This design comes from an exercise in tuning for a short achievable clock period and few clock cycles on the open sky130 flow, not from production work. The RTL was checked by simulation tests, not by an equivalence proof against the original design. Power is estimated from default activity; no workload was simulated.

### flow/constraint.sdc
create_clock -name core_clock -period 8.0 [get_ports {clk_i}]
set_input_delay 1.6000 -clock core_clock [delete_from_list [all_inputs] [get_ports {clk_i}]]
set_output_delay 1.6000 -clock core_clock [all_outputs]
set_load 0.01 [all_outputs]
### flow/run.sh
#!/bin/bash
# synth_recipe.tcl (not shown) runs the flow's synth.tcl, then flattens the netlist and writes it again
# the make line also repeats each setting of config.mk as NAME=value (left out here)
make -C /OpenROAD-flow-scripts/flow DESIGN_CONFIG=/design/flow/config.mk WORK_HOME=/design/flow/orfs CLKGATE_MAP_FILE= SYNTH_SCRIPT=/design/flow/synth_recipe.tcl finish
### flow/design.v
`timescale 1ns/1ps
package cache_pkg;
  typedef logic [16-1:0] addr_t;
  typedef logic [32-1:0] word_t;
  typedef logic [4-1:0] mask_t;
  typedef logic [$clog2(2)-1:0] way_t;
  typedef struct packed {
    logic                        valid;
    logic [(16 - ($clog2(16)) - ($clog2(4) + $clog2(4)))-1:0] tag;
  } tag_info_t;
  typedef logic [2*((16 - ($clog2(16)) - ($clog2(4) + $clog2(4)))+1)-1:0] tag_row_t;
  typedef logic [2*32-1:0] data_row_t;
  typedef struct packed {
    logic  store;
    addr_t addr;
    word_t data;
    mask_t mask;
  } cache_req_t;
  typedef enum logic [2:0] {
    MISS_IDLE,
    MISS_EVICT_REQ,
    MISS_EVICT_DATA,
    MISS_FILL_REQ,
    MISS_FILL_DATA,
    MISS_INSTALL,
    MISS_DONE
  } miss_state_e;
endpackage
`timescale 1ns/1ps
module cache (
  input  logic             clk_i,
  input  logic             reset_i,
  input  logic             v_i,
  input  logic             store_i,
  input  cache_pkg::addr_t addr_i,
  input  cache_pkg::word_t data_i,
  input  cache_pkg::mask_t mask_i,
  output logic             yumi_o,
  output cache_pkg::word_t data_o,
  output logic             v_o,
  input  logic             yumi_i,
  output logic             dma_pkt_v_o,
  output logic             dma_pkt_write_o,
  output cache_pkg::addr_t dma_pkt_addr_o,
  input  logic             dma_pkt_yumi_i,
  input  cache_pkg::word_t dma_data_i,
  input  logic             dma_data_v_i,
  output logic             dma_data_ready_o,
  output cache_pkg::word_t dma_data_o,
  output logic             dma_data_v_o,
  input  logic             dma_data_yumi_i
);
  localparam int QD = 8;    
  localparam int QW = 3;
  localparam int RW = 1 + 14 + 32 + 4;    
  localparam int EW = RW + 16;            
  logic          iq_v0, iq_v1;
  logic [EW-1:0] iq_e0, iq_e1;
  logic          yumi_r;
  logic          s1_v;
  logic          s1_go;
  logic [15:0] in_ohs;
  always_comb begin
    for (int i = 0; i < 16; i++) begin
      in_ohs[i] = (addr_i[7:4] == i);
    end
  end
  wire [EW-1:0] in_req  = {store_i, addr_i[15:2], data_i, mask_i, in_ohs};
  wire          push    = v_i & yumi_r;
  wire          s1_free = ~s1_v | s1_go;
  wire          pop     = s1_free & iq_v0;
  always_ff @(posedge clk_i) begin
    if (reset_i) begin
      iq_v0  <= 1'b0;
      iq_v1  <= 1'b0;
      yumi_r <= 1'b1;
    end else if (pop) begin
      iq_v0  <= iq_v1 | push;
      iq_v1  <= iq_v1 & push;
      yumi_r <= ~(iq_v1 & push);
    end else if (!iq_v0) begin
      iq_v0  <= push;
      yumi_r <= 1'b1;
    end else begin
      iq_v1  <= iq_v1 | push;
      yumi_r <= ~(iq_v1 | push);
    end
  end
  always_ff @(posedge clk_i) begin
    if (pop) begin
      iq_e0 <= iq_v1 ? iq_e1 : in_req;
    end else if (!iq_v0) begin
      iq_e0 <= in_req;
    end
    if (pop || !iq_v1) begin
      iq_e1 <= in_req;
    end
  end
  assign yumi_o = yumi_r;
  logic [31:0]   valid_q;
  logic [31:0]   dirty_q;
  logic [15:0]   lru_q;
  logic [255:0]  tag_q;
  logic [4095:0] dmem;
  logic        s1_st;
  logic [13:0] s1_a;
  logic [31:0] s1_d;
  logic [3:0]  s1_m;
  logic        s1_h0, s1_h1;
  logic        s1_v0, s1_v1;
  logic        s1_d0, s1_d1;
  logic        s1_lru;
  logic [7:0]  s1_t0, s1_t1;
  logic [127:0] s1_l0, s1_l1;    
  logic [15:0] s1_ohs;
  wire [7:0] s1_tag = s1_a[13:6];
  wire [3:0] s1_set = s1_a[5:2];
  wire [1:0] s1_wd  = s1_a[1:0];
  wire       hit    = s1_h0 | s1_h1;
  wire       hway   = ~s1_h0;
  wire       vict   = ~s1_v0 ? 1'b0 : (~s1_v1 ? 1'b1 : s1_lru);
  wire       vdirty = vict ? (s1_v1 & s1_d1) : (s1_v0 & s1_d0);
  wire [7:0] vtag   = vict ? s1_t1 : s1_t0;
  wire       uway   = hit ? hway : vict;
  wire [127:0] hline = hway ? s1_l1 : s1_l0;
  wire [31:0]  rdata = hline[s1_wd*32 +: 32];
  logic hit_go, miss_go, st_we;
  logic        fw_v;
  logic [31:0] fw_d;
  logic [3:0]  fw_set;
  logic        fw_way;
  logic [1:0]  fw_wd;
  logic        fw_slot;
  logic [3:0]  fw_sm;
  logic [31:0] fw_sd;
  logic        fw_resp;
  logic [QW-1:0] fw_ridx;
  logic [127:0] fw_oh;
  logic [31:0] fw_word;
  always_comb begin
    for (int b = 0; b < 4; b++) begin
      fw_word[8*b +: 8] = fw_sm[b] ? fw_sd[8*b +: 8] : fw_d[8*b +: 8];
    end
  end
  wire        c_st  = iq_e0[EW-1];
  wire [13:0] c_a   = iq_e0[EW-2 -: 14];
  wire [15:0] c_ohs = iq_e0[0 +: 16];
  wire [7:0]  c_tag = c_a[13:6];
  wire [3:0]  c_set = c_a[5:2];
  wire [1:0]  c_wd  = c_a[1:0];
  wire        c_byp = s1_v & (c_set == s1_set);
  wire        c_new = c_byp & ~hit;       
  wire        c_eq  = (c_tag == s1_tag);
  logic        c_v [2];
  logic        c_d [2];
  logic        c_h [2];
  logic [7:0]  c_t [2];
  logic [127:0] c_ln [2];
  logic        a_v [2];
  logic        a_d [2];
  logic [7:0]  a_t [2];
  logic [127:0] a_ln [2];
  logic        a_lru;
  always_comb begin
    a_lru = 1'b0;
    for (int s = 0; s < 16; s++) begin
      a_lru = a_lru | (c_ohs[s] & lru_q[s]);
    end
    for (int w = 0; w < 2; w++) begin
      a_v[w]  = 1'b0;
      a_d[w]  = 1'b0;
      a_t[w]  = '0;
      a_ln[w] = '0;
      for (int s = 0; s < 16; s++) begin
        a_v[w] = a_v[w] | (c_ohs[s] & valid_q[2*s + w]);
        a_d[w] = a_d[w] | (c_ohs[s] & dirty_q[2*s + w]);
        a_t[w] = a_t[w] | ({8{c_ohs[s]}} & tag_q[(2*s + w)*8 +: 8]);
        a_ln[w] = a_ln[w] | ({128{c_ohs[s]}} & dmem[(2*s + w)*128 +: 128]);
      end
    end
  end
  always_comb begin
    for (int w = 0; w < 2; w++) begin
      if (c_new && uway == w[0]) begin
        c_v[w] = 1'b1;
        c_t[w] = s1_tag;
        c_h[w] = c_eq;
      end else begin
        c_v[w] = a_v[w];
        c_t[w] = a_t[w];
        c_h[w] = a_v[w] & (a_t[w] == c_tag);
      end
      if (c_byp && uway == w[0] && (s1_st || !hit)) begin
        c_d[w] = s1_st;
      end else begin
        c_d[w] = a_d[w];
      end
      c_ln[w] = a_ln[w];
      for (int k = 0; k < 4; k++) begin
        if (fw_v && fw_set == c_set && fw_way == w[0] && fw_wd == k) begin
          c_ln[w][32*k +: 32] = fw_word;
        end else if (s1_v && s1_st && hit && s1_set == c_set && hway == w[0] && s1_wd == k) begin
          for (int b = 0; b < 4; b++) begin
            if (s1_m[b]) c_ln[w][32*k + 8*b +: 8] = s1_d[8*b +: 8];
          end
        end
      end
    end
  end
  wire c_lru = c_byp ? ~uway : a_lru;
  always_ff @(posedge clk_i) begin
    if (reset_i) begin
      s1_v <= 1'b0;
    end else if (s1_free) begin
      s1_v <= iq_v0;
    end
  end
  always_ff @(posedge clk_i) begin
    if (s1_free) begin
      {s1_st, s1_a, s1_d, s1_m, s1_ohs} <= iq_e0;
      s1_h0  <= c_h[0];
      s1_h1  <= c_h[1];
      s1_v0  <= c_v[0];
      s1_v1  <= c_v[1];
      s1_d0  <= c_d[0];
      s1_d1  <= c_d[1];
      s1_t0  <= c_t[0];
      s1_t1  <= c_t[1];
      s1_lru <= c_lru;
      s1_l0  <= c_ln[0];
      s1_l1  <= c_ln[1];
    end else begin
      for (int k = 0; k < 4; k++) begin
        if (fw_v && fw_set == s1_set && fw_way == 1'b0 && fw_wd == k) s1_l0[32*k +: 32] <= fw_word;
        if (fw_v && fw_set == s1_set && fw_way == 1'b1 && fw_wd == k) s1_l1[32*k +: 32] <= fw_word;
      end
    end
  end
  logic [1:0]  sl_v;
  logic [3:0]  sl_set  [2];
  logic        sl_way  [2];
  logic [7:0]  sl_ntag [2];
  logic        sl_st   [2];
  logic        sl_ld   [2];
  logic [1:0]  sl_wd   [2];
  logic [31:0] sl_sd   [2];
  logic [3:0]  sl_sm   [2];
  logic [QW-1:0] sl_ridx [2];
  logic [3:0]  sl_pres [2];
  logic [7:0]  sl_otag [2];
  logic        sl_wbf  [2];
  logic [127:0] sl_wb  [2];
  logic        al_ptr;
  logic s1_b0, s1_b1, s1_p0, s1_p1;
  wire  pend_stall = hway ? s1_p1 : s1_p0;
  wire  vict_busy  = vict ? s1_b1 : s1_b0;
  logic       sn_v   [2];
  logic [3:0] sn_set [2];
  logic       sn_way [2];
  logic [3:0] sn_pres [2];
  always_comb begin
    for (int i = 0; i < 2; i++) begin
      if (s1_v && !hit && al_ptr == i[0]) begin
        sn_v[i]    = 1'b1;
        sn_set[i]  = s1_set;
        sn_way[i]  = vict;
        sn_pres[i] = '0;
      end else begin
        sn_v[i]    = sl_v[i] & ~(fw_v && fw_slot == i[0] && fw_wd == 2'd3);
        sn_set[i]  = sl_set[i];
        sn_way[i]  = sl_way[i];
        sn_pres[i] = sl_pres[i];
        if (fw_v && fw_slot == i[0]) sn_pres[i][fw_wd] = 1'b1;
      end
    end
  end
  logic       ss_v    [2];
  logic [3:0] ss_pres [2];
  always_comb begin
    for (int i = 0; i < 2; i++) begin
      ss_v[i]    = sl_v[i] & ~(fw_v && fw_slot == i[0] && fw_wd == 2'd3);
      ss_pres[i] = sl_pres[i];
      if (fw_v && fw_slot == i[0]) ss_pres[i][fw_wd] = 1'b1;
    end
  end
  logic sb_c [2], sp_c [2], sb_s [2], sp_s [2];
  always_comb begin
    for (int w = 0; w < 2; w++) begin
      sb_c[w] = 1'b0;
      sp_c[w] = 1'b0;
      sb_s[w] = 1'b0;
      sp_s[w] = 1'b0;
      for (int i = 0; i < 2; i++) begin
        if (sn_v[i] && sn_way[i] == w[0] && sn_set[i] == c_set) begin
          sb_c[w] = 1'b1;
          if (!sn_pres[i][c_wd]) sp_c[w] = 1'b1;
        end
        if (ss_v[i] && sl_way[i] == w[0] && sl_set[i] == s1_set) begin
          sb_s[w] = 1'b1;
          if (!ss_pres[i][s1_wd]) sp_s[w] = 1'b1;
        end
      end
    end
  end
  always_ff @(posedge clk_i) begin
    if (s1_free) begin
      s1_b0 <= sb_c[0];
      s1_b1 <= sb_c[1];
      s1_p0 <= sp_c[0];
      s1_p1 <= sp_c[1];
    end else begin
      s1_b0 <= sb_s[0];
      s1_b1 <= sb_s[1];
      s1_p0 <= sp_s[0];
      s1_p1 <= sp_s[1];
    end
  end
  logic [31:0]   q_data [QD];
  logic [QD-1:0] q_rdy;
  logic [QW-1:0] q_wp, q_rp;
  logic [QW:0]   q_cnt;
  logic          out_v_r;
  logic [31:0]   out_d_r;
  logic q_full;
  assign hit_go  = s1_v & hit & ~pend_stall & ~q_full;
  assign miss_go = s1_v & ~hit & ~sl_v[al_ptr] & ~vict_busy & ~q_full;
  assign s1_go   = hit_go | miss_go;
  assign st_we   = hit_go & s1_st;
  always_ff @(posedge clk_i) begin
    if (reset_i) begin
      valid_q <= '0;
      dirty_q <= '0;
      lru_q   <= '0;
    end else begin
      for (int e = 0; e < 16; e++) begin
        if (s1_go && s1_ohs[e]) begin
          lru_q[e] <= ~uway;
        end
      end
      for (int e = 0; e < 32; e++) begin
        if (s1_go && s1_ohs[e/2] && uway == e[0]) begin
          if (s1_st) begin
            dirty_q[e] <= 1'b1;
          end else if (!hit) begin
            dirty_q[e] <= 1'b0;
          end
        end
        if (miss_go && s1_ohs[e/2] && vict == e[0]) begin
          valid_q[e] <= 1'b1;
        end
      end
    end
  end
  always_ff @(posedge clk_i) begin
    for (int e = 0; e < 32; e++) begin
      if (miss_go && s1_ohs[e/2] && vict == e[0]) begin
        tag_q[e*8 +: 8] <= s1_tag;
      end
    end
  end
  logic        pkt_v_r, pkt_w_r;
  logic [15:0] pkt_a_r;
  logic        dv_r, rdy_r;
  logic [31:0] dd_r;
  logic [1:0]  cnt_r;
  logic        en_ptr, en_idle, nx_v, wbph;
  wire pkt_take = pkt_v_r & dma_pkt_yumi_i;
  wire wb_move  = dv_r & dma_data_yumi_i;
  wire wb_last  = wb_move & (cnt_r == 2'd3);
  wire fl_move  = rdy_r & dma_data_v_i;
  wire fin      = fl_move & (cnt_r == 2'd3);
  wire start_s1 = miss_go & (en_idle | (fin & ~nx_v));
  wire start_nx = fin & nx_v;
  wire [3:0]   en_set = sl_set[en_ptr];
  wire         en_way = sl_way[en_ptr];
  wire [127:0] en_wb  = sl_wb[en_ptr];
  wire [127:0] v_line = vict ? s1_l1 : s1_l0;
  wire       en_n    = start_s1 ? al_ptr : (start_nx ? ~en_ptr : en_ptr);
  wire       wbph_n  = start_s1 ? vdirty
                     : (start_nx ? sl_wbf[~en_ptr] : (wb_last ? 1'b0 : wbph));
  wire       pkt_v_n = start_s1 | start_nx | wb_last | (pkt_v_r & ~pkt_take);
  wire [1:0] cnt_n   = pkt_take ? 2'd0 : ((wb_move || fl_move) ? cnt_r + 2'd1 : cnt_r);
  always_ff @(posedge clk_i) begin
    if (reset_i) begin
      pkt_v_r <= 1'b0;
      dv_r    <= 1'b0;
      rdy_r   <= 1'b0;
      en_idle <= 1'b1;
      nx_v    <= 1'b0;
      al_ptr  <= 1'b0;
    end else begin
      if (miss_go) begin
        al_ptr <= ~al_ptr;
      end
      if (miss_go && !start_s1) begin
        nx_v <= 1'b1;
      end else if (start_nx) begin
        nx_v <= 1'b0;
      end
      pkt_v_r <= pkt_v_n;
      if (start_s1 || start_nx) begin
        en_idle <= 1'b0;
      end else if (fin) begin
        en_idle <= 1'b1;
      end
      if (pkt_take) begin
        dv_r  <= pkt_w_r;
        rdy_r <= ~pkt_w_r;
      end else begin
        if (wb_last) dv_r <= 1'b0;
        if (fin) rdy_r <= 1'b0;
      end
    end
  end
  always_ff @(posedge clk_i) begin
    en_ptr  <= en_n;
    wbph    <= wbph_n;
    cnt_r   <= cnt_n;
    pkt_w_r <= wbph_n & pkt_v_n;
    if (start_s1) begin
      pkt_a_r <= {vdirty ? vtag : s1_tag, s1_set, 4'b0};
    end else begin
      pkt_a_r <= {wbph_n ? sl_otag[en_n] : sl_ntag[en_n], sl_set[en_n], 4'b0};
    end
    dd_r <= en_wb[cnt_n*32 +: 32];
  end
  always_ff @(posedge clk_i) begin
    if (reset_i) begin
      sl_v <= '0;
    end else begin
      if (miss_go) begin
        sl_v[al_ptr] <= 1'b1;
      end
      if (fw_v && fw_wd == 2'd3) begin
        sl_v[fw_slot] <= 1'b0;
      end
    end
  end
  always_ff @(posedge clk_i) begin
    for (int i = 0; i < 2; i++) begin
      if (!sl_v[i] && al_ptr == i[0]) begin
        sl_set[i]  <= s1_set;
        sl_way[i]  <= vict;
        sl_ntag[i] <= s1_tag;
        sl_otag[i] <= vtag;
        sl_wbf[i]  <= vdirty;
        sl_st[i]   <= s1_st;
        sl_ld[i]   <= ~s1_st;
        sl_wd[i]   <= s1_wd;
        sl_sd[i]   <= s1_d;
        sl_sm[i]   <= s1_m;
        sl_ridx[i] <= q_wp;
        sl_pres[i] <= '0;
        sl_wb[i]   <= v_line;
      end else if (fw_v && fw_slot == i[0]) begin
        sl_pres[i][fw_wd] <= 1'b1;
      end
    end
  end
  always_ff @(posedge clk_i) begin
    if (reset_i) begin
      fw_v  <= 1'b0;
      fw_oh <= '0;
    end else begin
      fw_v <= fl_move;
      for (int i = 0; i < 128; i++) begin
        fw_oh[i] <= ({en_set, en_way, cnt_r} == i) & fl_move;
      end
    end
    fw_d    <= dma_data_i;
    fw_set  <= en_set;
    fw_way  <= en_way;
    fw_wd   <= cnt_r;
    fw_slot <= en_ptr;
    fw_sm   <= (sl_st[en_ptr] && sl_wd[en_ptr] == cnt_r) ? sl_sm[en_ptr] : 4'b0;
    fw_sd   <= sl_sd[en_ptr];
    fw_resp <= sl_ld[en_ptr] && sl_wd[en_ptr] == cnt_r;
    fw_ridx <= sl_ridx[en_ptr];
  end
  for (genvar gi = 0; gi < 128; gi++) begin : g_dw
    always_ff @(posedge clk_i) begin
      if (fw_oh[gi]) begin
        dmem[gi*32 +: 32] <= fw_word;
      end else if (st_we && s1_ohs[gi/8] && hway == gi[2] && s1_wd == gi%4) begin
        for (int b = 0; b < 4; b++) begin
          if (s1_m[b]) begin
            dmem[gi*32 + 8*b +: 8] <= s1_d[8*b +: 8];
          end
        end
      end
    end
  end
  wire          tk   = out_v_r & yumi_i;
  wire [QW-1:0] rp1  = q_rp + 1'b1;
  wire [QW:0]   q_inc  = s1_go ? q_cnt + 1'b1 : q_cnt;
  wire [QW:0]   q_same = s1_go ? q_cnt : q_cnt - 1'b1;
  wire [QW:0]   qcnt_n = tk ? q_same : q_inc;
  wire [31:0] s1_rsp = s1_st ? 32'b0 : rdata;
  wire        s1_rdy = s1_go & (s1_st | hit);
  logic qrf_n [QD];
  always_comb begin
    for (int e = 0; e < QD; e++) begin
      qrf_n[e] = q_rdy[e] | (fw_v && fw_resp && fw_ridx == e);
    end
  end
  wire ov0 = (q_cnt != '0) ? qrf_n[q_rp] : s1_rdy;
  wire ov1 = (q_cnt > 1) ? qrf_n[rp1] : ((q_cnt == 1) & s1_rdy);
  logic [31:0] qf_n [QD];
  always_comb begin
    for (int e = 0; e < QD; e++) begin
      qf_n[e] = (fw_v && fw_resp && fw_ridx == e) ? fw_d : q_data[e];
    end
  end
  logic [31:0] qd_n [QD];
  logic        qr_n [QD];
  always_comb begin
    for (int e = 0; e < QD; e++) begin
      qd_n[e] = q_data[e];
      qr_n[e] = q_rdy[e];
      if (s1_go && q_wp == e) begin
        qd_n[e] = s1_st ? 32'b0 : rdata;
        qr_n[e] = s1_st | hit;
      end
      if (fw_v && fw_resp && fw_ridx == e) begin
        qd_n[e] = fw_d;
        qr_n[e] = 1'b1;
      end
    end
  end
  always_ff @(posedge clk_i) begin
    if (reset_i) begin
      q_wp    <= '0;
      q_rp    <= '0;
      q_cnt   <= '0;
      q_full  <= 1'b0;
      out_v_r <= 1'b0;
    end else begin
      if (s1_go) q_wp <= q_wp + 1'b1;
      if (tk) q_rp <= rp1;
      q_cnt   <= qcnt_n;
      q_full  <= tk ? (q_same == QD[QW:0]) : (q_inc == QD[QW:0]);
      out_v_r <= tk ? ov1 : ov0;
    end
  end
  always_ff @(posedge clk_i) begin
    out_d_r <= tk ? ((q_cnt == 1) ? s1_rsp : qf_n[rp1])
                  : ((q_cnt == 0) ? s1_rsp : qf_n[q_rp]);
    for (int e = 0; e < QD; e++) begin
      q_data[e] <= qd_n[e];
      q_rdy[e]  <= qr_n[e];
    end
  end
  assign v_o              = out_v_r;
  assign data_o           = out_d_r;
  assign dma_pkt_v_o      = pkt_v_r;
  assign dma_pkt_write_o  = pkt_w_r;
  assign dma_pkt_addr_o   = pkt_a_r;
  assign dma_data_v_o     = dv_r;
  assign dma_data_o       = dd_r;
  assign dma_data_ready_o = rdy_r;
endmodule
### flow/config.mk
export PLATFORM = sky130hd
export DESIGN_NAME = cache
export DESIGN_NICKNAME = cache
export VERILOG_FILES = /design/flow/design.v
export SDC_FILE = /design/flow/constraint.sdc
export NUM_CORES = 4
export LEC_CHECK = 0
export ABC_CLOCK_PERIOD_IN_PS = 2500
export CAP_MARGIN = 20
export CORE_MARGIN = 2
export CORE_UTILIZATION = 40
export PLACE_DENSITY = 0.55
export SETUP_SLACK_MARGIN = 4.8
export SLEW_MARGIN = 20
==> results of run 1 <==
-- cell usage after synthesis (all sizes together) (22+ instances only) --
cell       n  area share
nand2   1210       0.017
mux2i    179      0.0066
clkbuf  2734       0.038
o21bai   514       0.014
and3     275      0.0064
a22o     762       0.025
edfxtp  5474        0.61
dfxtp    414       0.031
mux4     130       0.011
inv       33     0.00046
nor2b     22     0.00051
a221oi   781       0.025
nor2    4593       0.064
a31oi     42      0.0010
o21ai    604       0.011
xnor2     27     0.00088
o22ai     82      0.0019
nand4    310      0.0072
a22oi    696       0.019
o221ai    23     0.00075
buf      238      0.0037
nor3      39     0.00074
nor4      32     0.00080
mux2     133      0.0055
xor2      30     0.00097
o211ai   257      0.0071
nand3     88      0.0016
a21oi   4364       0.081
a311oi    36      0.0012
-- layout make-up --
class                           count  area (um^2)  area share
Timing Repair Buffer             1058        10510     0.03426
Antenna cell                       27        67.56   0.0002202
Clock buffer                      860        17470     0.05694
Sequential cell                  5888       173100      0.5643
Clock inverter                    319         3053    0.009951
Inverter                           35        173.9   0.0005669
Tap cell                         8938        11180     0.03645
Timing Repair inverter              2        17.52  0.00005710
Multi-Input combinational cell  15483        91200      0.2973
-- worst max-delay path by stage --
stage | from | endpoint | depth (start not counted)
floorplan | al_ptr | iq_e1[0] | 7
global placement | s1_h0 | dmem[1871] | 6
detailed placement | s1_h0 | dmem[1867] | 6
CTS | dd_r[17] | dma_data_o[17] | 1
global route | dd_r[12] | dma_data_o[12] | 1
finish | dd_r[17] | dma_data_o[17] | 1
-- per-layer routing --
layer,share of wire,wire length [um],GRT usage,up-vias
li1,-,-,-,88367
met1,0.37,428700,0.4380,105828
met2,0.42,490500,0.4719,16594
met3,0.15,170800,0.1052,2894
met4,0.058,67560,0.1521,28
met5,0.00050,584,0,-
-- state kept, by name (all words and copies together), names as in the netlist, 14 cells and up --
name     flops
dd_r        32
dirty_q     32
dmem      4096
fw_d        32
fw_oh      128
fw_sd       32
iq_e0       67
iq_e1       67
lru_q       16
out_d_r     32
q_data     256
s1_a        14
s1_d        32
s1_l0      128
s1_l1      128
s1_ohs      16
sl_ntag     16
sl_otag     16
sl_sd       64
sl_wb      256
tag_q      256
valid_q     32
-- metrics by stage --
| stage | hold slack, ns | total power (W) | instance area, um^2 | utilization | instances |
|---|---|---|---|---|---|
| CTS | 0.4314 | 0.08767 | 305100 | 0.4538 | 32520 |
| finish | 0.4308 | 0.08893 | 306800 | 0.4564 | 32610 |
| global placement | 0.4088 | 0.05749 | 279000 | 0.4150 | 31209 |
| floorplan | 0.3290 | 0.04841 | 270000 | - | 24361 |
| detailed placement | 0.4045 | 0.05780 | 279100 | 0.4152 | 31214 |
| global route | 0.4394 | 0.09072 | 306700 | 0.4563 | 32584 |
-- logic make-up after synthesis --
kind of cell               count (synthesis)  share of synthesized area
other                                      1                 0.00001389
DFF                                     5888                     0.6397
and+or+nand+nor                         6648                     0.1000
xor gates and xnor gates                  57                   0.001850
adders and majority gates                 22                   0.001011
AOI/OAI and AO/OA                       8293                     0.1922
muxes                                    442                    0.02303
buffers and inverters                   3007                    0.04216
-- power by group --
part           internal, W  switching, W  leakage [nW]
registers           0.0370       0.00249          54.0
logic              0.00563        0.0139          38.4
clock network       0.0168        0.0131          10.0
total               0.0594        0.0295           102
-- layout by cell type (no fill, tap or decap), drive strengths merged, types with 604 or more instances in the layout --
cell type | synthesis | routed
a21oi | 4364 | 4367
a221oi | 781 | 781
a22o | 762 | 762
a22oi | 696 | 696
buf | 238 | 957
clkbuf | 2734 | 870
edfxtp | 5474 | 5474
nand2 | 1210 | 1217
nor2 | 4593 | 4599
o21ai | 604 | 604
-- timing repair --
item	4_1_cts	5_1_grt
cloned	17	15
setup endpoints to repair	6296	3024
setup buffers	110	45
hold endpoints to repair	0	0
hold buffers	0	0
pin swaps	47	20
gates resized for setup	1371	192
==> flow_summary.toml, run 1 <==
[power]
powerDensity_mw_per_mm2 = 289.9
p_leak_nw = 102.4
ir_worst_vdd_mv = 0.3059

[clock_network]
worstSkewPairLatency_ns = 1.18
cts.sinks = 5888
cts_tree = "yes"
cts-root-buf = "clkbuf_16"
cts_made_buffers = 642
clk_pin_slew_ns = 0.06
clock_path_buffers = 4
htree_levels = 6

[synth]
yosysWarnings = 38
async_reset_ff_frac = 0
seq_area_frac_synth = 0.6397
syn_area_per_cell_um2 = 11.08
ys_ff_latch = 5888
syn_area_mm2 = 0.2699
synth_edf_count = 5474
synth.distinct_cells = 88
synth_ff_type = "edfxtp_1"
netlist_instances = 24358

[worst_hold_path]
hold_depth = 0
hp-start = "iq_e0[45]"
hold_end = "s1_d[25]"
hold_class = "register to register"

[sta]
setup_slack_ns = 4.578
slew_viol_final = 0
rsz0062_at_grt = "true"
setup_viol = 0
period_share = 0.4277
worstMarginPinSlew_ns = 1.295
timing.slew.headroom = 0.1367
final.setup.tns_ns = 0
achievable-frequency_mhz = 292.2
period_minus_slack_ns = 3.422
skew_ns = 0.07161
hold_viol = 0

[floorplan]
die_width_um = 825.5
core_area_mm2 = 0.6723
die_h_um = 825.5
ioPinCount = 178
rows = 301
initial_core_util = 0.4015
die_area_mm2 = 0.6814

[global_routing]
antenna_found_initial = 58
overflow = 0
grt_pass1_wl_mm = 1570
grt_pass1_vias = 192824
grt_usage = 0.3239
grt_max_degree = 134

[critical_path]
r2r-start = "iq_e0[2]"
cp_slowest_cell = "dfxtp_4"
crit_path_max_incr_delay_ns = 0.49
worst_ep_required_time_ns = 6.40
crit_fanout = 1
r2r_cells = 7
setup.worst_path.class = "register to output pin"
timing.critical_path.buf_inv = 1
r2r_slack_ns = 4.63
start_kind = "register"
r2r-end = "s1_l0[44]"
path_cells = "buf_6"
critPathArrivalTime_ns = 1.82
cp-end-kind = "output pin"
cp_top_family = "flip-flops"

[route]
routed_via_density = 6.554
route.detailed.drc = 0
num_vias = 213711
wire_per_inst_um = 35.52
drtIter0Drc = 38668
antenna_left = 0
dr.pass1.iters = 7
wl_mm = 1158

[flow_run]
max_cap_viol_count = 0

[placed_design]
dp_hpwl_mm = 699.7
place_congestion = 0.9381
io_buffers = 171
place_ws_ns = 3.034

[layout]
area.growth.synth_to_final_pct = 13.66
drive_gt1_frac = 0.1292
nFillCells = 60937
final_nets = 23223

[run_status]
status = "finished clean"
Testbench counts, summed over its fixed seeds: cycles 18,485.
==> run 2, diff against run 1 <==
--- a/flow/config.mk
+++ b/flow/config.mk
@@ -8,7 +8,7 @@
 export ABC_CLOCK_PERIOD_IN_PS = 2500
 export CAP_MARGIN = 20
 export CORE_MARGIN = 2
-export CORE_UTILIZATION = 40
-export PLACE_DENSITY = 0.55
+export CORE_UTILIZATION = 45
+export PLACE_DENSITY = 0.6
 export SETUP_SLACK_MARGIN = 4.8
 export SLEW_MARGIN = 20
==> flow_summary.toml, run 2 <==
[global_routing]
overflow = 0
grt_pass1_vias = 195881
grt_usage = 0.3557
use_met1 = 0.4703
grt_pass1_wl_mm = 1537
grt_use_met3 = 0.1272
top_usage_layer = "met2"
antenna_found_initial = 54
grt_max_degree = 139
grt_use_met2 = 0.5127

[sta]
achievable-frequency_mhz = 293.5
period_minus_slack_ns = 3.407
rsz0062_at_grt = "true"
slew_viol_final = 0
hold_viol = 0
final.setup.tns_ns = 0
setup_viol = 0
timing.slew.headroom = 0.1154
period_share = 0.4259
holdWs_ns = 0.4212
worstMarginPinSlew_ns = 1.327
skew_ns = 0.06375

[layout]
layout_common_cells = "5474 x edfxtp_1, 4575 x nor2_1, 4354 x a21oi_1, 1148 x nand2_1, 829 x buf_4"
drive_gt1_frac = 0.1326
area.growth.synth_to_final_pct = 14.11
largest_register_ffs = 4096
final_nets = 23411
largest-register = "dmem"
final_common_cell = "edfxtp_1"
nFillCells = 51438

[synth]
synth_top_family_by_area = "compound AO/OA/AOI/OAI gates"
syn_area_mm2 = 0.2699
yosysWarnings = 38
synth_fa_ha_area_frac = 0.001011
netlist_instances = 24358
synth_ff_type = "edfxtp_1"
yosys.area.top_type = "edfxtp_1"
seq_area_frac_synth = 0.6397
synth_common_cells = "5474 x edfxtp_1, 4593 x nor2_1, 4358 x a21oi_1"
ys_ff_latch = 5888
synth_simple_gate_area_frac = 0.1000
yosys.area.top_type_share = 0.6090
synth_area_leaders = "edfxtp_1 61%, a21oi_1 8.1%, nor2_1 6.4%, clkbuf_1 3.8%, dfxtp_1 3.1%"
syn_area_per_cell_um2 = 11.08
async_reset_ff_frac = 0
post-synth-top-count-cell = "edfxtp_1"
yosys-mux-area-fraction = 0.02303
synth_edf_count = 5474
synth_xor_area_frac = 0.001850
synth-compound-area-share = 0.1922
synth.distinct_cells = 88

[floorplan]
initial_core_util = 0.4516
rows = 284
die_area_mm2 = 0.6060
ioPinCount = 178
core_area_mm2 = 0.5977
die_h_um = 778.5
die_width_um = 778.5

[clock_network]
clock_path_buffers = 4
cts_hold_buffers = 0
cts_made_buffers = 627
cts.sinks = 5888
cts-root-buf = "clkbuf_16"
cts_tree = "yes"
clk_pin_slew_ns = 0.06
worstSkewPairLatency_ns = 1.17
htree_levels = 6

[critical_path]
critPathArrivalTime_ns = 4.20
cp_top_family = "buffers and inverters"
crit_fanout = 25
setup.worst_path.class = "register to register"
cp_common_cell = "buf_12"
crit_path_max_incr_delay_ns = 0.50
path_cells = "buf_4 -> buf_12 -> and3_2 -> buf_12 -> and2_0 -> clkbuf_16 -> nand2_8 -> buf_16 -> o21bai_4"
r2r_slack_ns = 4.59
worst_ep_required_time_ns = 8.79
start_kind = "register"
cp-end-kind = "register"
timing.critical_path.buf_inv = 5
cp_slowest_cell = "o21bai_4"

[worst_hold_path]
hold_class = "register to register"

[power]
combPwrFrac = 0.219
seqPwrFrac = 0.452
p_sw_w = 0.02882
clockPowerShare = 0.329
powerDensity_mw_per_mm2 = 283.5
p_int_w = 0.05849
p_leak_nw = 103.0
netSwitchingFraction = 0.3301
ir_worst_vdd_mv = 0.2476

[placed_design]
dp_hpwl_mm = 667.5
place_congestion = 0.9431
io_buffers = 171

[route]
wl_mm = 1126
antenna_left = 0
dr.pass1.iters = 9
num_vias = 216406
routed_via_density = 6.795
drtIter0Drc = 39798
wire_per_inst_um = 35.36
route.detailed.drc = 0

[run_status]
status = "finished clean"

[flow_run]
max_cap_viol_count = 0
## run 2: cell counts after synthesis
Identical to the previous run, type by type.
## run 2: area by class of cell
cell class | count | area [um^2] | area share
Antenna cell | 33 | 82.58 | 0.0002681
Sequential cell | 5888 | 173100 | 0.5619
Inverter | 35 | 181.4 | 0.0005890
Clock buffer | 852 | 17310 | 0.05618
Timing Repair Buffer | 1258 | 12710 | 0.04126
Multi-Input combinational cell | 15488 | 92300 | 0.2997
Clock inverter | 284 | 2332 | 0.007572
Tap cell | 8008 | 10020 | 0.03253
## run 2: metal layers
layer / part of all wire / routed length (um)
met1: 0.35 / 395500
met2: 0.42 / 472600
met3: 0.16 / 183500
met4: 0.066 / 74180
met5: 0.00018 / 199
## run 2: logic make-up after synthesis
family / count (synthesis)
AO/OA/AOI/OAI: 8293
XOR/XNOR: 57
adder cells (fa/ha/maj): 22
buffers and inverters: 3007
flip-flops: 5888
multiplexers: 442
other: 1
AND/OR/NAND/NOR: 6648
## run 2: path summary, 6_finish.rpt
kind              startpoint    endpoint  cells after the start
setup / recovery       s1_h0  dmem[2315]                      9
hold / removal     iq_e0[18]     s1_m[2]                      0
setup reg to reg       s1_h0  dmem[2315]                      9
hold reg to reg    iq_e0[18]     s1_m[2]                      0
## run 2: timing repair
item | CTS | global route
gates resized for setup | 1429 | 185
endpoints found under the setup margin | 6503 | 1978
gates cloned | 22 | 15
pin swaps | 143 | 28
buffers inserted | 261 | 50
## run 2: power groups by stage
stage / logic, W / clock network (W) / registers, W
floorplan: 0.0103 / 0 / 0.0381
global placement: 0.0172 / 0 / 0.0397
detailed placement: 0.0175 / 0 / 0.0397
CTS: 0.0181 / 0.0287 / 0.0391
global route: 0.0198 / 0.0298 / 0.0394
finish: 0.0192 / 0.0287 / 0.0394
## run 2: metrics by stage
step / utilization / worst slack, ns / cell area (um^2) / std cells / power (W)
2_1_floorplan: - / 2.213 / 270000 / 24361 / 0.04841
3_3_place_gp: 0.4649 / 2.904 / 277900 / 30312 / 0.05684
3_5_place_dp: 0.4653 / 2.948 / 278100 / 30326 / 0.05725
4_1_cts: 0.5121 / 4.620 / 306100 / 31745 / 0.08587
5_1_grt: 0.5152 / 4.619 / 307900 / 31817 / 0.08901
6_report: 0.5153 / 4.593 / 308000 / 31846 / 0.08731
==> run 3, diff against run 2 <==
--- a/flow/design.v
+++ b/flow/design.v
@@ -135,7 +135,8 @@
   logic [31:0] fw_sd;
   logic        fw_resp;
   logic [QW-1:0] fw_ridx;
-  logic [127:0] fw_oh;
+  logic [15:0] fw_soh;    
+  logic [7:0]  fw_woh;    
   logic [31:0] fw_word;
   always_comb begin
     for (int b = 0; b < 4; b++) begin
@@ -371,8 +372,8 @@
   wire fin      = fl_move & (cnt_r == 2'd3);
   wire start_s1 = miss_go & (en_idle | (fin & ~nx_v));
   wire start_nx = fin & nx_v;
-  wire [3:0]   en_set = sl_set[en_ptr];
-  wire         en_way = sl_way[en_ptr];
+  logic [3:0]  en_set;    
+  logic        en_way;
   wire [127:0] en_wb  = sl_wb[en_ptr];
   wire [127:0] v_line = vict ? s1_l1 : s1_l0;
   wire       en_n    = start_s1 ? al_ptr : (start_nx ? ~en_ptr : en_ptr);
@@ -413,6 +414,13 @@
     end
   end
   always_ff @(posedge clk_i) begin
+    if (start_s1) begin
+      en_set <= s1_set;
+      en_way <= vict;
+    end else if (start_nx) begin
+      en_set <= sl_set[~en_ptr];
+      en_way <= sl_way[~en_ptr];
+    end
     en_ptr  <= en_n;
     wbph    <= wbph_n;
     cnt_r   <= cnt_n;
@@ -460,14 +468,17 @@
   always_ff @(posedge clk_i) begin
     if (reset_i) begin
       fw_v  <= 1'b0;
-      fw_oh <= '0;
+      fw_soh <= '0;
     end else begin
       fw_v <= fl_move;
-      for (int i = 0; i < 128; i++) begin
-        fw_oh[i] <= ({en_set, en_way, cnt_r} == i) & fl_move;
+      for (int i = 0; i < 16; i++) begin
+        fw_soh[i] <= (en_set == i) & fl_move;
       end
     end
     fw_d    <= dma_data_i;
+    for (int k = 0; k < 8; k++) begin
+      fw_woh[k] <= ({en_way, cnt_r} == k);
+    end
     fw_set  <= en_set;
     fw_way  <= en_way;
     fw_wd   <= cnt_r;
@@ -479,7 +490,7 @@
   end
   for (genvar gi = 0; gi < 128; gi++) begin : g_dw
     always_ff @(posedge clk_i) begin
-      if (fw_oh[gi]) begin
+      if (fw_soh[gi/8] && fw_woh[gi%8]) begin
         dmem[gi*32 +: 32] <= fw_word;
       end else if (st_we && s1_ohs[gi/8] && hway == gi[2] && s1_wd == gi%4) begin
         for (int b = 0; b < 4; b++) begin
--- a/flow/config.mk
+++ b/flow/config.mk
@@ -8,7 +8,7 @@
 export ABC_CLOCK_PERIOD_IN_PS = 2500
 export CAP_MARGIN = 20
 export CORE_MARGIN = 2
-export CORE_UTILIZATION = 45
-export PLACE_DENSITY = 0.6
+export CORE_UTILIZATION = 40
+export PLACE_DENSITY = 0.55
 export SETUP_SLACK_MARGIN = 4.8
 export SLEW_MARGIN = 20
==> flow_summary.toml, run 3 <==
[run_status]
so_faults = "max-slew violations"
status = "failed layout checks"

[sta]
setup_viol = 0
period_minus_slack_ns = 3.577
achievable-frequency_mhz = 279.6
slew_viol_final = 80
period_share = 0.4471
hold_viol = 0
holdWs_ns = 0.4190
skew_ns = 0.1038
rsz0062_at_grt = "true"
worstMarginPinSlew_ns = 1.859
timing.slew.headroom = -0.2395
final.setup.tns_ns = 0

[route]
wl_mm = 1274
num_vias = 219551
drtIter0Drc = 39252
dr.pass1.iters = 10
antenna_left = 0
route.detailed.drc = 0
wire_per_inst_um = 38.10
routed_via_density = 6.568

[clock_network]
cts-root-buf = "clkbuf_16"
cts_made_buffers = 637
worstSkewPairLatency_ns = 1.22
clock_path_buffers = 4
cts.sinks = 5789
clk_pin_slew_ns = 0.06
cts_tree = "yes"
htree_levels = 6

[global_routing]
grt_use_met3 = 0.1358
grt_pass1_vias = 195483
grt_usage = 0.3587
grt_pass1_wl_mm = 1683
grt_max_degree = 139
overflow = 0
antenna_found_initial = 161
use_met1 = 0.4578
grt_use_met2 = 0.5034
top_usage_layer = "met2"

[layout]
final_common_cell = "edfxtp_1"
stdcell_area_mm2 = 0.3103
area.growth.synth_to_final_pct = 16.16
final_nets = 23944
largest-register = "dmem"
utilization = 0.4657
largest_register_ffs = 4096
layout_common_cells = "5479 x edfxtp_1, 5368 x nand2_1, 4966 x o21ai_0, 1136 x buf_4, 1085 x a22oi_1"
drive_gt1_frac = 0.1482

[placed_design]
place_congestion = 0.9899
io_buffers = 171
placed_cell_area_mm2 = 0.2796
dp_hpwl_mm = 734.7

[synth]
synth_ff_type = "edfxtp_1"
synth_edf_count = 5479
synth_area_leaders = "edfxtp_1 62%, o21ai_0 9.7%, nand2_1 7.9%, clkbuf_1 3.7%, a22oi_1 3.1%"
synth_common_cells = "5601 x nand2_1, 5479 x edfxtp_1, 5182 x o21ai_0"
yosysWarnings = 38
yosys.area.top_type_share = 0.6159
yosys.area.top_type = "edfxtp_1"
synth.distinct_cells = 79
netlist_instances = 24402
async_reset_ff_frac = 0
syn_area_mm2 = 0.2671
seq_area_frac_synth = 0.6391
ys_ff_latch = 5789
syn_area_per_cell_um2 = 10.95
post-synth-top-count-cell = "nand2_1"

[flow_run]
max_cap_viol_count = 0

[floorplan]
initial_core_util = 0.4009
die_area_mm2 = 0.6744
die_width_um = 821.2
rows = 300
ioPinCount = 178
core_area_mm2 = 0.6663
die_h_um = 821.2

[critical_path]
setup.worst_path.class = "register to register"
crit_fanout = 25
start_kind = "register"
worst_ep_required_time_ns = 8.90
critPathArrivalTime_ns = 4.48
cp-end-kind = "register"

[power]
ir_worst_vdd_mv = 0.2692
total_power_w = 0.08495
p_leak_nw = 113.2
powerDensity_mw_per_mm2 = 273.8

[worst_hold_path]
hold_class = "register to register"
[run 3: layout make-up]
type	instances	area, um^2
Fill cell	59787	356000
Antenna cell	168	420.4
Timing Repair Buffer	1636	17200
Multi-Input combinational cell	15735	89990
Clock inverter	320	3258
Clock buffer	839	17190
Sequential cell	5789	171000
Tap cell	8909	11150
Inverter	32	148.9
[run 3: cells by family (layout without fill, tap and decap cells)]
family,after synthesis,in the layout,share of synthesized area
adders and majority gates,23,23,0.001059
other,1,172,0.00001404
buffers and inverters,2892,2827,0.04112
muxes,610,610,0.03002
and+or+nand+nor,6873,6883,0.1025
AOI/OAI and AO/OA,8158,8158,0.1843
DFF,5789,5789,0.6391
xor gates and xnor gates,56,57,0.001836
[run 3: repair_timing]
action | CTS | global route
pin swaps | 87 | 115
setup buffers | 180 | 106
cloned | 63 | 28
setup endpoints to repair | 6066 | 1734
hold buffers | 0 | 0
resized for setup | 1105 | 419
[run 3: worst paths after layout]
kind / start / endpoint / slack [ns] / depth (start not counted)
worst max-delay path: iq_e0[0] / s1_l1[29] / 4.42 / 9
worst min-delay path: iq_e0[23] / s1_d[3] / 0.42 / 0
worst max register to register: iq_e0[0] / s1_l1[29] / 4.42 / 9
worst min register to register: iq_e0[23] / s1_d[3] / 0.42 / 0
[run 3: worst max-delay path, cell delays in order (launching register included)]
cell and delay [ns]:
edfxtp_1 0.42, clkbuf_16 0.20, buf_12 0.14, buf_12 0.15
buf_4 0.20, buf_16 0.24, a221oi_2 0.36, nand4_1 0.88
mux2i_1 0.47, o21ai_1 0.16
[run 3: per-stage QoR]
step	cells	worst slack, ns
detailed placement	31718	2.520
floorplan	24405	2.341
CTS	33120	4.489
global placement	31706	2.453
finish	33428	4.423
global route	33314	4.508
[run 3: per-layer routing]
layer	vias up	wire length (um)
met1	108265	445500
met3	3402	201000
li1	89490	-
met5	-	1156
met4	64	102200
met2	18330	523700
[run 3: power breakdown]
group	switching, W	leakage [nW]	internal, W
clock network	0.0132	9.93	0.0165
logic	0.0125	50.4	0.00496
registers	0.00201	52.9	0.0357
Testbench counts of run 3, summed over its fixed seeds: cycles 18,485.
==> run 4, diff against run 3 <==
--- a/flow/design.v
+++ b/flow/design.v
@@ -135,8 +135,7 @@
   logic [31:0] fw_sd;
   logic        fw_resp;
   logic [QW-1:0] fw_ridx;
-  logic [15:0] fw_soh;    
-  logic [7:0]  fw_woh;    
+  logic [127:0] fw_oh;
   logic [31:0] fw_word;
   always_comb begin
     for (int b = 0; b < 4; b++) begin
@@ -372,8 +371,8 @@
   wire fin      = fl_move & (cnt_r == 2'd3);
   wire start_s1 = miss_go & (en_idle | (fin & ~nx_v));
   wire start_nx = fin & nx_v;
-  logic [3:0]  en_set;    
-  logic        en_way;
+  wire [3:0]   en_set = sl_set[en_ptr];
+  wire         en_way = sl_way[en_ptr];
   wire [127:0] en_wb  = sl_wb[en_ptr];
   wire [127:0] v_line = vict ? s1_l1 : s1_l0;
   wire       en_n    = start_s1 ? al_ptr : (start_nx ? ~en_ptr : en_ptr);
@@ -414,13 +413,6 @@
     end
   end
   always_ff @(posedge clk_i) begin
-    if (start_s1) begin
-      en_set <= s1_set;
-      en_way <= vict;
-    end else if (start_nx) begin
-      en_set <= sl_set[~en_ptr];
-      en_way <= sl_way[~en_ptr];
-    end
     en_ptr  <= en_n;
     wbph    <= wbph_n;
     cnt_r   <= cnt_n;
@@ -468,17 +460,14 @@
   always_ff @(posedge clk_i) begin
     if (reset_i) begin
       fw_v  <= 1'b0;
-      fw_soh <= '0;
+      fw_oh <= '0;
     end else begin
       fw_v <= fl_move;
-      for (int i = 0; i < 16; i++) begin
-        fw_soh[i] <= (en_set == i) & fl_move;
+      for (int i = 0; i < 128; i++) begin
+        fw_oh[i] <= ({en_set, en_way, cnt_r} == i) & fl_move;
       end
     end
     fw_d    <= dma_data_i;
-    for (int k = 0; k < 8; k++) begin
-      fw_woh[k] <= ({en_way, cnt_r} == k);
-    end
     fw_set  <= en_set;
     fw_way  <= en_way;
     fw_wd   <= cnt_r;
@@ -490,7 +479,7 @@
   end
   for (genvar gi = 0; gi < 128; gi++) begin : g_dw
     always_ff @(posedge clk_i) begin
-      if (fw_soh[gi/8] && fw_woh[gi%8]) begin
+      if (fw_oh[gi]) begin
         dmem[gi*32 +: 32] <= fw_word;
       end else if (st_we && s1_ohs[gi/8] && hway == gi[2] && s1_wd == gi%4) begin
         for (int b = 0; b < 4; b++) begin
==> flow/flow/run.sh (new file) <==
#!/bin/bash
# The standard layout, with two changes. The port buffers are buf_4 cells
# (buffer_ports -buffer_cell) instead of the delay buffer it picks. And after
# global placement, each
# register that drives an output port is moved next to that port's buffer
# (flow/pull_io.tcl, run through ORFS's POST_GLOBAL_PLACE_TCL hook), so the
# long wire from the core to the pins comes before the register. Detailed
# placement legalizes it; everything else is the standard flow.
set -euo pipefail
here=$(pwd)
bash standard.sh synth > "$here/synth.log" 2>&1
bash standard.sh POST_GLOBAL_PLACE_TCL="$here/flow/pull_io.tcl" \
  BUFFER_PORTS_ARGS="-buffer_cell sky130_fd_sc_hd__buf_4" finish > "$here/layout.log" 2>&1
test -f "$here/out/final.def"
==> flow/flow/pull_io.tcl (new file) <==
# Pull the register that drives each output port next to the port's buffer,
# after global placement, so the long wire sits before the register rather
# than between the register and the port. Detailed placement legalizes later.
set block [ord::get_db_block]
set moved 0
foreach bterm [$block getBTerms] {
  if {[$bterm getIoType] != "OUTPUT"} { continue }
  set net [$bterm getNet]
  if {$net == "NULL"} { continue }
  set buf ""
  foreach iterm [$net getITerms] {
    if {[$iterm isOutputSignal]} { set buf [$iterm getInst] }
  }
  if {$buf == ""} { continue }
  set inet ""
  foreach iterm [$buf getITerms] {
    if {[$iterm isInputSignal] && [$iterm getNet] != "NULL"} { set inet [$iterm getNet] }
  }
  if {$inet == ""} { continue }
  set drv ""
  foreach iterm [$inet getITerms] {
    if {[$iterm isOutputSignal]} { set drv [$iterm getInst] }
  }
  if {$drv == ""} { continue }
  set m [[$drv getMaster] getName]
  if {![string match "*df*" $m]} { continue }
  set loc [$buf getLocation]
  $drv setLocation [lindex $loc 0] [lindex $loc 1]
  incr moved
}
puts "pull_io: moved $moved output registers next to their port buffers"
==> flow/standard.sh (new file) <==
#!/bin/bash
# synth_recipe.tcl (not shown) runs the flow's synth.tcl, then flattens the netlist and writes it again
# the make line also repeats each setting of config.mk as NAME=value (left out here)
make -C /OpenROAD-flow-scripts/flow DESIGN_CONFIG=/design/flow/config.mk WORK_HOME=/design/flow/orfs CLKGATE_MAP_FILE= SYNTH_SCRIPT=/design/flow/synth_recipe.tcl "${@:-finish}"
removed: flow/run.sh
==> flow_summary.toml, run 4 <==
[run_status]
status = "failed layout checks"
so_faults = "antenna violations"

[route]
antenna_left = 1
wire_per_inst_um = 35.62
route.detailed.drc = 0
drtIter0Drc = 38088
num_vias = 214351
dr.pass1.iters = 9
routed_via_density = 6.563
wl_mm = 1163

[layout]
layout_common_cells = "5474 x edfxtp_1, 4574 x nor2_1, 4354 x a21oi_1, 1154 x nand2_1, 802 x buf_4"
stdcell_area_mm2 = 0.3070
final_nets = 23267
largest-register = "dmem"
final_common_cell = "edfxtp_1"
largest_register_ffs = 4096
drive_gt1_frac = 0.1309
area.growth.synth_to_final_pct = 13.73

[global_routing]
overflow = 0
grt_usage = 0.3260
grt_pass1_vias = 193028
grt_pass1_wl_mm = 1578
grt_max_degree = 137
antenna_found_initial = 68

[synth]
synth_fa_ha_area_frac = 0.001011
synth_simple_gate_area_frac = 0.1000
synth_edf_count = 5474
post-synth-top-count-cell = "edfxtp_1"
yosysWarnings = 38
syn_area_per_cell_um2 = 11.08
async_reset_ff_frac = 0
syn_area_mm2 = 0.2699
ys_ff_latch = 5888
synth_ff_type = "edfxtp_1"
yosys-mux-area-fraction = 0.02303
synth_xor_area_frac = 0.001850
seq_area_frac_synth = 0.6397
netlist_instances = 24358
yosys.area.top_type = "edfxtp_1"
synth.distinct_cells = 88
synth_area_leaders = "edfxtp_1 61%, a21oi_1 8.1%, nor2_1 6.4%, clkbuf_1 3.8%, dfxtp_1 3.1%"
synth_top_family_by_area = "compound AO/OA/AOI/OAI gates"
synth_common_cells = "5474 x edfxtp_1, 4593 x nor2_1, 4358 x a21oi_1"
yosys.area.top_type_share = 0.6090
synth-compound-area-share = 0.1922

[floorplan]
die_area_mm2 = 0.6814
initial_core_util = 0.4015
die_width_um = 825.5
core_area_mm2 = 0.6723
rows = 301
die_h_um = 825.5
ioPinCount = 178

[critical_path]
critPathArrivalTime_ns = 4.58
path_cells = "mux2i_2 -> inv_1 -> nor2_2 -> nand2_1 -> nor2_1"
crit_start = "en_ptr"
setup.worst_path.class = "register to register"
crit_path_max_incr_delay_ns = 0.84
cp-end-kind = "register"
start_kind = "register"
r2r-start = "en_ptr"
worst_ep_required_time_ns = 9.05
cp_slowest_cell = "mux2i_2"
crit_fanout = 21

[sta]
setup_viol = 0
timing.slew.headroom = 0.1762
holdWs_ns = 0.4234
slew_viol_final = 0
final.setup.tns_ns = 0
worstMarginPinSlew_ns = 1.233
skew_ns = 0.05593
achievable-frequency_mhz = 282.8
period_minus_slack_ns = 3.536
hold_viol = 0
period_share = 0.4420
rsz0062_at_grt = "true"

[worst_hold_path]
hold_class = "register to register"
hp-start = "iq_e0[44]"

[power]
p_leak_nw = 102.4
ir_worst_vdd_mv = 0.2366
powerDensity_mw_per_mm2 = 289.1

[clock_network]
worstSkewPairLatency_ns = 1.16
cts_tree = "yes"
cts_hold_buffers = 0
cts.sinks = 5888
cts-root-buf = "clkbuf_16"
clock_path_buffers = 4
cts_made_buffers = 632
clk_pin_slew_ns = 0.06
htree_levels = 6

[placed_design]
dp_hpwl_mm = 705.2
placed_cell_area_mm2 = 0.2787
io_buffers = 171

[flow_run]
max_cap_viol_count = 0
-- run 4: cell count changes in the layout (fill, tap and decap cells not counted), moves of 251 or more --
cell / previous run / this run
a21oi_1: 233 / 4354
o21bai_4: 0 / 251
nor2_1: 360 / 4574
nand2_1: 5368 / 1154
o21ai_0: 4966 / 573
a221oi_1: 450 / 749
buf_4: 1136 / 802
a22oi_1: 1085 / 696
-- run 4: what timing repair did --
action,CTS,global route
setup endpoints to repair,6762,2001
resized for setup,940,217
gates cloned,17,10
buffers inserted,175,21
pin swaps,85,35
-- run 4: where the power goes --
group / internal [W] / switching [W] / total [W] / leakage (nW)
clock network: 0.0166 / 0.0130 / 0.0295 / 9.81
registers: 0.0369 / 0.00194 / 0.0389 / 54.0
logic: 0.00567 / 0.0147 / 0.0204 / 38.7
total: 0.0591 / 0.0296 / 0.0888 / 102
-- run 4: worst paths after layout --
check / end / slack (ns) / depth (start not counted)
hold reg to reg: s1_d[24] / 0.42 / 0
setup / recovery: fw_oh[38] / 4.46 / 5
hold / removal: s1_d[24] / 0.42 / 0
setup reg to reg: fw_oh[38] / 4.46 / 5
-- run 4: worst max-delay path: cells and delay by family (launching register included) --
kind | cells | cell delay, ns
buf+inv | 1 | 0.47
flops | 1 | 0.62
mux | 1 | 0.84
simple gates | 3 | 1.47
-- run 4: final cells by class --
cell class,instances,area (um^2)
multi-input combinational,15479,91140
sequential,5888,173000
clock buffer,857,17380
inverter,35,175.2
clock inverter,292,2791
antenna,55,137.6
tap,8938,11180
fill,60725,365300
timing repair buffer,1118,11130
-- run 4: through the flow --
step | util | cells | power (W) | setup slack, ns
global route | 0.4564 | 32609 | 0.09052 | 4.597
floorplan | - | 24361 | 0.04841 | 2.213
global placement | 0.4144 | 31229 | 0.05734 | 3.189
finish | 0.4566 | 32662 | 0.08876 | 4.464
detailed placement | 0.4146 | 31233 | 0.05803 | 3.266
CTS | 0.4542 | 32574 | 0.08752 | 4.681
-- run 4: logic make-up after synthesis --
logic type / after synthesis
compound gates: 8293
simple gates: 6648
flops: 5888
buf+inv: 3007
mux: 442
xor+xnor: 57
fa+ha+maj: 22
other cells: 1
-- run 4: routing by layer --
metal | up-vias | GRT usage | share of wire
met5 | - | 0.003222 | 0.00080
met2 | 16655 | 0.4785 | 0.43
met3 | 2817 | 0.1067 | 0.15
li1 | 88405 | - | -
met1 | 106424 | 0.4358 | 0.37
met4 | 50 | 0.1561 | 0.058
Testbench counts of run 4, summed over its fixed seeds: cycles 18,485.

-- separate check: timing with driven ports --
In the flow no input, the clock included, has a driving cell. The finished layouts below were timed again as built, in two steps.
Step 1 (the two cells are an assumption about what drives the block):
set clk [get_ports {clk_i}]
set_driving_cell -lib_cell sky130_fd_sc_hd__clkbuf_16 $clk
set_driving_cell -lib_cell sky130_fd_sc_hd__buf_2 [delete_from_list [all_inputs] $clk]
Step 2 adds t to the input delays and takes it off the output delays; t is the mean of the earliest and latest rising clock arrival at the registers after step 1. Input paths then give back, and output paths get back, about the clock's delay inside the block.
Three values: no drivers, after step 1, after step 2; two values: the first two.
| run | t (ns) | setup slack, ns | hold WS [ns] | pins driven straight from the clock port |
|---|---|---|---|---|
| run 1 | 1.287 | 4.578 / 4.435 / 3.608 | 0.431 / 0.431 / 0.431 | 1 |
| run 2 | 1.276 | 4.593 / 4.489 / 3.681 | 0.421 / 0.421 / 0.421 | 1 |
| run 3 | 1.316 | 4.423 / 4.351 / 3.660 | 0.419 / 0.419 / 0.419 | 1 |
| run 4 | 1.282 | 4.464 / 4.464 / 3.728 | 0.423 / 0.423 / 0.423 | 1 |
For run 1, which loses most, drivers alone change the setup slack by -0.143 ns; drivers and shift together by -0.970 ns.
